What follows belongs to an exercise in optimizing a design on an open flow for small area; a production flow would make more cautious choices.
For this run, only the layout was checked, not whether the RTL still works.
Power figures rest on the tool's default switching activity, not on a simulated workload.

--- design/flow/design.v ---
`default_nettype none
package interp_cmd_pkg;
    typedef enum logic [8-1:0] {
        OP_ADD_ACC      = 8'h41,  
        OP_SET_END      = 8'h44,  
        OP_WRITE_CLK    = 8'h43,  
        OP_READ_ACC_POS = 8'h47,  
        OP_READ_MEM     = 8'h4C,  
        OP_RESET_CORE   = 8'h52,  
        OP_STOP_CLK     = 8'h53,  
        OP_SET_TIMEOUT  = 8'h54,  
        OP_LOAD_UPPER   = 8'h55,  
        OP_WRITE_MEM    = 8'h57,  
        OP_GET_ACC      = 8'h61,  
        OP_LOAD_LOWER   = 8'h6C,  
        OP_PING         = 8'h70,  
        OP_RESUME_CLK   = 8'h72,  
        OP_UNTIL        = 8'h75   
    } opcode_t;
    typedef logic [24-1:0] arg_t;
    typedef enum logic [1:0] {
        ACC_NONE,
        ACC_LOAD_UPPER,
        ACC_LOAD_LOWER,
        ACC_ADD
    } acc_op_t;
    typedef enum logic [2:0] {
        CORE_NONE,
        CORE_WRITE_CLK,
        CORE_STOP_CLK,
        CORE_RESUME_CLK,
        CORE_RESET,
        CORE_SET_TIMEOUT,
        CORE_SET_END,
        CORE_UNTIL
    } core_cmd_t;
endpackage
`default_nettype wire
`default_nettype none
package interp_bus_pkg;
    typedef logic [31:0] word_t;
    typedef logic [31:0] addr_t;
    typedef logic [63:0] acc_t;
    typedef logic [31:0] cycles_t;
endpackage
`default_nettype wire
`default_nettype none
module debug_interpreter (
    input  wire          clk,
    input  wire          reset,
    input  wire          uart_rx_empty,
    input  wire          uart_read_response,
    input  wire [31:0]   uart_read_data,
    output logic         uart_read,
    input  wire          uart_write_response,
    output logic         uart_write,
    output logic [31:0]  uart_write_data,
    input  wire          finish_execution,
    output logic         core_clk_enable,
    output logic         core_reset,
    output logic         write_pulse,
    output logic [31:0]  num_of_cycles_to_pulse,
    output logic         reset_bus,
    output logic         memory_mux_selector,
    output logic [31:0]  end_position,
    output logic         memory_read,
    output logic         memory_write,
    output logic [31:0]  address,
    output logic [31:0]  write_data,
    input  wire  [31:0]  read_data
);
    localparam logic [4:0]
        S_IDLE   = 5'd0,
        S_FETCH  = 5'd1,
        S_DECODE = 5'd2,
        S_POST   = 5'd3,    
        S_DWAIT  = 5'd4,
        S_FDATA  = 5'd5,
        S_W1     = 5'd6,    
        S_MEM1   = 5'd7,
        S_MEM2   = 5'd8,    
        S_MEM3   = 5'd9,    
        S_MEM4   = 5'd10,
        S_TX0    = 5'd11,
        S_TX1    = 5'd12,   
        S_TXW    = 5'd13,
        S_TXD    = 5'd14,
        S_CSTART = 5'd15,
        S_RST    = 5'd16,
        S_RDONE  = 5'd17,
        S_EN     = 5'd18,
        S_RUN    = 5'd19,
        S_UDONE  = 5'd20;
    logic [4:0]  st;
    logic [31:0] cw;
    logic [31:0] wc;
    logic [31:0] acc;
    logic [23:0] timeout;
    logic [23:0] endp;
    logic        rep;       
    logic        wp;
    logic        mw;
    logic        rb;
    logic        clk_en;
    logic        msel;
    logic        rst_q;     
    logic        x_A, x_U, x_l, x_T, x_a, x_G, x_LW;
    wire [7:0]  op  = cw[7:0];
    wire [23:0] arg = cw[31:8];
    wire op_p = op == 8'h70;
    wire op_a = op == 8'h61;
    wire op_U = op == 8'h55;
    wire op_l = op == 8'h6C;
    wire op_A = op == 8'h41;
    wire op_W = op == 8'h57;
    wire op_L = op == 8'h4C;
    wire op_G = op == 8'h47;
    wire op_C = op == 8'h43;
    wire op_S = op == 8'h53;
    wire op_r = op == 8'h72;
    wire op_T = op == 8'h54;
    wire op_D = op == 8'h44;
    wire op_R = op == 8'h52;
    wire op_u = op == 8'h75;
    wire in_dec  = st == S_DECODE;
    wire in_post = st == S_POST;
    logic q_rst, q_run, q_clr, q_rd;
    wire in_cnt  = q_rst || q_run;    
    wire in_clr  = q_clr;             
    wire in_rd   = q_rd;              
    always_ff @(posedge clk) begin
        x_A  <= !reset && in_dec && op_A;
        x_U  <= !reset && in_dec && op_U;
        x_l  <= !reset && in_dec && op_l;
        x_T  <= !reset && in_dec && op_T;
        x_a  <= !reset && in_dec && op_a;
        x_G  <= !reset && in_dec && op_G;
        x_LW <= !reset && in_dec && (op_L || op_W);
    end
    wire a_hi   = x_A || x_l || x_a || x_G;
    wire a_lo   = x_A || x_U || x_a || x_G;
    wire b_slo  = x_A || x_l || x_T;
    wire b_shi  = x_A || x_T;
    wire b_addr = x_G || x_LW;
    wire b_up   = x_U;
    wire a_wc   = !rst_q && !(x_A || x_U || x_l || x_T || x_a || x_G || x_LW) && !in_clr && !in_rd;
    wire [31:0] a_op = ({32{a_wc}} & wc)
                     | ({{24{a_hi}}, {8{a_lo}}} & acc);
    wire [31:0] b_op = ({{24{b_shi}}, {8{b_slo}}} & {{8{arg[23]}}, arg})
                     | ({32{b_addr}} & {6'b0, arg, 2'b00})
                     | ({32{b_up}} & {arg, 8'b0})
                     | ({32{in_rd}} & read_data)
                     | {30'b0, in_cnt && !(q_run && run_end), in_clr};
    wire [31:0] sum = a_op + b_op;
    wire run_end = finish_execution || (wc[24:1] == timeout);
    always_ff @(posedge clk) begin
        q_rst <= !reset && (st == S_CSTART || (st == S_RST && wc[5:1] != 5'd20));
        q_run <= !reset && (st == S_EN || (st == S_RUN && !run_end));
        q_clr <= !reset && ((st == S_DECODE && (op_R || op_u)) || (st == S_RST && wc[5:1] == 5'd20 && msel));
        q_rd  <= !reset && st == S_MEM2;
    end
    wire ld_acc  = rst_q || x_U || x_l || x_A;
    wire ld_tmo  = rst_q || x_T;
    wire ld_end  = reset || (in_post && op_D);
    always_ff @(posedge clk) begin
        if (ld_acc) acc     <= sum;
        if (ld_tmo) timeout <= sum[23:0];
        if (ld_end) endp    <= reset ? 24'd0 : arg;
        rst_q <= reset;
        wc <= sum;
    end
    always_ff @(posedge clk) begin
        wp <= 1'b0;
        mw <= 1'b0;
        rb <= 1'b0;
        if (reset) begin
            st      <= S_IDLE;
            rep     <= 1'b0;
            clk_en  <= 1'b0;
            msel    <= 1'b0;
            rb      <= 1'b1;
        end else begin
            case (st)
                S_IDLE:  if (!uart_rx_empty) st <= S_FETCH;
                S_FETCH: if (uart_read_response) begin
                    cw <= uart_read_data;
                    st <= S_DECODE;
                end
                S_DECODE: begin
                    st <= S_IDLE;
                    if (op_p || op_a) st <= S_TX0;
                    if (op_W) st <= S_DWAIT;
                    if (op_L || op_G) st <= S_MEM1;
                    if (op_C || op_S || op_r || op_D) st <= S_POST;
                    if (op_R || op_u) st <= S_CSTART;
                end
                S_POST, S_W1: begin
                    st <= uart_rx_empty ? S_IDLE : S_FETCH;
                    if (st == S_W1) mw <= 1'b1;
                    else begin
                        if (op_C) begin
                            clk_en <= 1'b1;
                            wp     <= 1'b1;
                        end
                        if (op_S) clk_en <= 1'b0;
                        if (op_r) clk_en <= 1'b1;
                    end
                end
                S_DWAIT: if (!uart_rx_empty) st <= S_FDATA;
                S_FDATA: if (uart_read_response) begin
                    cw <= uart_read_data;
                    st <= S_W1;
                end
                S_MEM1: st <= S_MEM2;
                S_MEM2: st <= S_MEM3;
                S_MEM3: st <= S_MEM4;
                S_MEM4: st <= S_TX0;
                S_TX0:  st <= S_TX1;
                S_TX1, S_TXW: st <= uart_write_response ? S_TXD : S_TXW;
                S_TXD: begin
                    rep <= 1'b0;
                    st  <= rep ? S_TX0 : S_IDLE;
                end
                S_CSTART: begin
                    msel   <= op_u;
                    rb     <= op_u;
                    clk_en <= 1'b1;
                    wp     <= 1'b1;
                    st     <= S_RST;
                end
                S_RST: begin
                    if (wc[5:1] == 5'd20) begin
                        clk_en <= 1'b0;
                        st     <= msel ? S_EN : S_RDONE;
                    end
                end
                S_RDONE: st <= S_IDLE;
                S_EN: begin
                    clk_en <= 1'b1;
                    wp     <= 1'b1;
                    st     <= S_RUN;
                end
                S_RUN: begin
                    if (run_end) begin
                        clk_en <= 1'b0;
                        msel   <= 1'b0;
                        rb     <= 1'b1;
                        st     <= S_UDONE;
                    end
                end
                S_UDONE: begin
                    rep <= 1'b1;
                    st  <= S_TX0;
                end
                default: st <= S_IDLE;
            endcase
        end
    end
    assign uart_read           = (st == S_FETCH) || (st == S_FDATA);
    assign uart_write          = (st == S_TX1);
    assign uart_write_data     = op_p ? 32'h7700006A : rep ? 32'h6C75636B : wc;
    assign core_clk_enable     = clk_en;
    assign core_reset          = (st == S_RST) || (st == S_RDONE) || (st == S_EN);
    assign write_pulse         = wp;
    assign num_of_cycles_to_pulse = (st == S_RST) ? {24'd0, 8'd20}
                                  : (st == S_RUN) ? {8'd0, timeout}
                                  : {8'd0, arg};
    assign reset_bus           = rb;
    assign memory_mux_selector = msel;
    assign end_position        = {6'd0, endp, 2'b00};
    assign memory_read         = (st == S_MEM2);
    assign memory_write        = mw;
    assign address             = wc;
    assign write_data          = cw;
endmodule
`default_nettype wire
--- design/flow/flow/run.sh ---
#!/bin/bash
# Own flow: the standard layout (standard.sh, unchanged synthesis) with a few
# ORFS options set through the environment:
#  - port buffers: every input and output port still gets its own buffer, but the
#    smallest one (buf_1) instead of the default clkdlybuf4s50_1;
#  - the buffers ABC inserted during synthesis are removed at floorplan (placement is
#    not timing driven, so nothing else removes them); repair then adds what timing needs;
#  - clock tree: clkbuf_8 buffers and no dummy loads.
# ORFS writes each tool's full log under orfs/logs; make's own output goes to standard.log.
set -euo pipefail
export BUFFER_PORTS_ARGS="-buffer_cell sky130_fd_sc_hd__buf_1"
export REMOVE_ABC_BUFFERS=1
export CTS_ARGS="-sink_clustering_enable -repair_clock_nets -dont_use_dummy_load -buf_list sky130_fd_sc_hd__clkbuf_8"
bash standard.sh > standard.log 2>&1
--- design/flow/standard.sh ---
#!/bin/bash
# synth_recipe.tcl (not shown) runs the flow's synth.tcl, then flattens the netlist and writes it again
# the make line also repeats each setting of config.mk as NAME=value (left out here)
make -C /OpenROAD-flow-scripts/flow DESIGN_CONFIG=/design/flow/config.mk WORK_HOME=/design/flow/orfs CLKGATE_MAP_FILE= SYNTH_SCRIPT=/design/flow/synth_recipe.tcl "${@:-finish}"
--- design/flow/config.mk ---
export PLATFORM = sky130hd
export DESIGN_NAME = debug_interpreter
export DESIGN_NICKNAME = debug_interpreter
export VERILOG_FILES = /design/flow/design.v
export SDC_FILE = /design/flow/constraint.sdc
export NUM_CORES = 4
export LEC_CHECK = 0
export CAP_MARGIN = 20
export CORE_MARGIN = 2
export CORE_UTILIZATION = 40
export GPL_TIMING_DRIVEN = 0
export SLEW_MARGIN = 20
--- design/flow/constraint.sdc ---
create_clock -name core_clock -period 5.0 [get_ports {clk}]
set_input_delay 1.0000 -clock core_clock [delete_from_list [all_inputs] [get_ports {clk}]]
set_output_delay 1.0000 -clock core_clock [all_outputs]
set_load 0.01 [all_outputs]
==> results.cfg <==
[critical_path]
crit_fanout = 6
cp-start-kind = register
end_kind = register
max_stage_delay_ps = 460
worst_r2r_path_depth = 15
timing.rr.end = acc[26]
rr_startpoint = timeout[18]
reg2reg_slack_ps = 440
cp.arrival_ps = 4740
cp_cell_sequence = xnor2_1 -> nand4_1 -> nor4_1 -> a31oi_1 -> mux2i_1 -> nand2_1 -> fa_1 -> a21o_1 -> a221oi_2 -> a211o_1 -> a21oi_1 -> o21a_1 -> a211o_1 -> a21oi_1 -> xnor2_1
worstPathRequired_ps = 5190
crit_type = reg -> reg
cpMaxStageDelayCell = a221oi_2

[die]
pin_count = 239
die_area_sq_um = 23800
start_util_pct = 41.1
row_count = 54
core_sq_um = 22000
die_x_um = 154
die_h_um = 154

[sta]
period_minus_slack_ps = 4560
relSlewSlack_pct = 34.9
skew_ps = 33.1
fin_tns_setup_ps = 0
max_slew.worst_pin.slew_ps = 975
layout_setup_ws_ps = 444
setup_viol_count_final = 0
rsz0062_at_grt = false
period_share_pct = 91.1
final_hold_viol_count = 0
fmaxAchievable_mhz = 220
maxSlewViolCount = 0

[finish]
multi_input_area_sq_um = 4260
design_area_sq_um = 10400
regArea_sq_um = 4470
fin_nets = 1181
syn_to_final_growth_pct = 14.9
utilization_pct = 47.2
nFillCells = 2132
drive_above_1_share_pct = 4.55
antenna_cells = 0

[clock_network]
cts_setup_buffers = 0
cts_tree = built
numCtsBuffers = 17
post_cts_resized = 0
ctsHoldBuffers = 0
cts_buffer_depth = 2
cts_root_buffer = clkbuf_8
cts_max_level = 4
clkLatencyLatePin_ps = 480
clock-sinks = 167
clkSlewWorstSetupHoldPaths_ps = 90

[grt]
overflow = 0
grt_pass1_vias = 7424
antenna_found_initial = 0
grtUsageTotal_pct = 24.7
grt_pass1_wl_um = 44400
grt_max_degree = 34

[placed_design]
place_ws_ps = 370
io_buffers = 222
dp_hpwl_um = 21600
routabilityCongestion = 0.871
placed_area_sq_um = 10100

[status]
outcome = complete, no violations

[yosys]
yosysWarnings = 1
ys.flop_type = edfxtp_1
ys_seq_area_share_pct = 49.5
ys_ff_latch = 167
mappedNetlistArea_sq_um = 9020
synth_top_area_cell = edfxtp_1
synth.top_cell.area_share_pct = 37.3
synthCells = 885
avgSynthCellArea_sq_um = 10.2
synth_edf_count = 112
netlist_top_cells_count = 121 x nand2_1, 112 x edfxtp_1, 61 x a21oi_1, 55 x dfxtp_1, 52 x clkbuf_1
yosysUniqueCellTypes = 64
synthTopCellsByArea = edfxtp_1 37%, dfxtp_1 12%, nand2_1 5.0%
synth.most_common_cell = nand2_1
async_flop_share_pct = 0

[power_and_ir_drop]
leakage_nw = 4.08
vdd_ir_drop_max_v = 0.000120
power-per-cell-area_nw_per_um2 = 244

[route]
drtPass1Iterations = 8
drtAntennaViolNets = 0
drt-initial-drc-count = 690
drc_errors = 0
drt-vias-per-instance = 5.74
post_drt_wl_per_cell_um = 21.9
drt_wl_total_um = 29700
num_vias = 7792

[worst_hold_path]
min_to = clk_en
hold-path-cell-count = 1
hold_start = clk_en
hold_class = reg -> reg

[job]
max_cap_violations = 0
-- worst max path at each step --
stage	startpoint	end	slack, ps	depth (start not counted)
after CTS	x_U	acc[26]	290	14
after floorplan	x_U	acc[31]	-1	12
final	timeout[18]	acc[26]	440	15
after global routing	timeout[18]	acc[31]	60	15
after detailed placement	x_U	acc[26]	370	14
after global placement	x_U	acc[31]	-1900	12
-- flip-flops by register name, summed over array words and instances (netlist names), 5 cells and up --
register	cells
st	5
wc	32
endp	24
timeout	24
cw	32
acc	32
-- where the power goes --
part	total [mW]	switching, mW	internal (mW)
registers	1.58	0.0588	1.52
clock network	0.759	0.458	0.301
logic	0.194	0.123	0.0703
total	2.53	0.640	1.89
-- logic make-up (layout without fill, tap and decap cells) --
group / Yosys count / after routing / share of synthesized area (%)
other: 1 / 16 / 0.0416
and+or+nand+nor: 314 / 314 / 17.6
AOI/OAI and AO/OA: 229 / 229 / 18.5
muxes: 2 / 2 / 0.222
xor gates and xnor gates: 54 / 54 / 5.33
DFF: 167 / 167 / 49.5
adders and majority gates: 32 / 32 / 4.52
buffers and inverters: 86 / 263 / 4.25
-- layout by cell type (no fill, tap or decap), types with 29 or more instances in the layout --
cell and n:
buf_1 221, dfxtp_1 53, edfxtp_1 112, ha_1 31, a21oi_1 61, nor2_1 39, nand2_1 120, nor2b_1 29
xnor2_1 37, a22o_1 33
-- area by class of cell --
type / count / share of cell area, %
Timing Repair Buffer: 231 / 9.55
Clock buffer: 17 / 2.26
Tap cell: 280 / 3.38
Inverter: 15 / 0.543
Multi-Input combinational cell: 647 / 41.1
Sequential cell: 167 / 43.1
-- layer usage --
layer	vias to the layer above	GRT usage, %	share of wire (%)
li1	3635	-	-
met1	3733	34.3	44
met2	384	39.2	46
met3	40	3.92	7.6
met4	0	8.77	2.6
met5	-	0	0
-- through the flow --
stage,hold WS [ps],power (mW),cells
2_1_floorplan,532,1.68,829
3_3_place_gp,483,1.79,1331
3_5_place_dp,499,1.80,1340
4_1_cts,525,2.54,1357
5_1_grt,560,2.61,1357
6_report,516,2.53,1357
-- worst max-delay path, delay by kind of cell, from the launching register on --
kind,cells,cell delay [ps]
xor gates and xnor gates,2,420
and+or+nand+nor,3,610
DFF,1,410
AOI/OAI and AO/OA,8,2100
muxes,1,280
adders and majority gates,1,440

static timing again, ports no longer ideal:
Ports are ideal in the flow. The routed layout listed here was re-timed in OpenROAD.
Step 1 assumes that a clkbuf_16 drives the clock port and a buf_2 every other input.
Step 2, shift: input delay + t, output delay - t, t = (earliest + latest rising clock arrival at the registers) / 2. This alone moves slack from input paths to output paths.
Three values: ideal ports, drivers, drivers and shift; two values: the first two.
t, ns: 0.504
setup WS [ns]: 0.444 / 0.444 / 0.444
worst setup path at the end: register to register
slew at the worst register clock pin (ns): 0.10 / 0.10
After both steps setup and hold are still met in this run. For this run, drivers alone change the setup slack by 0.000 ns; drivers and shift together by 0.000 ns.
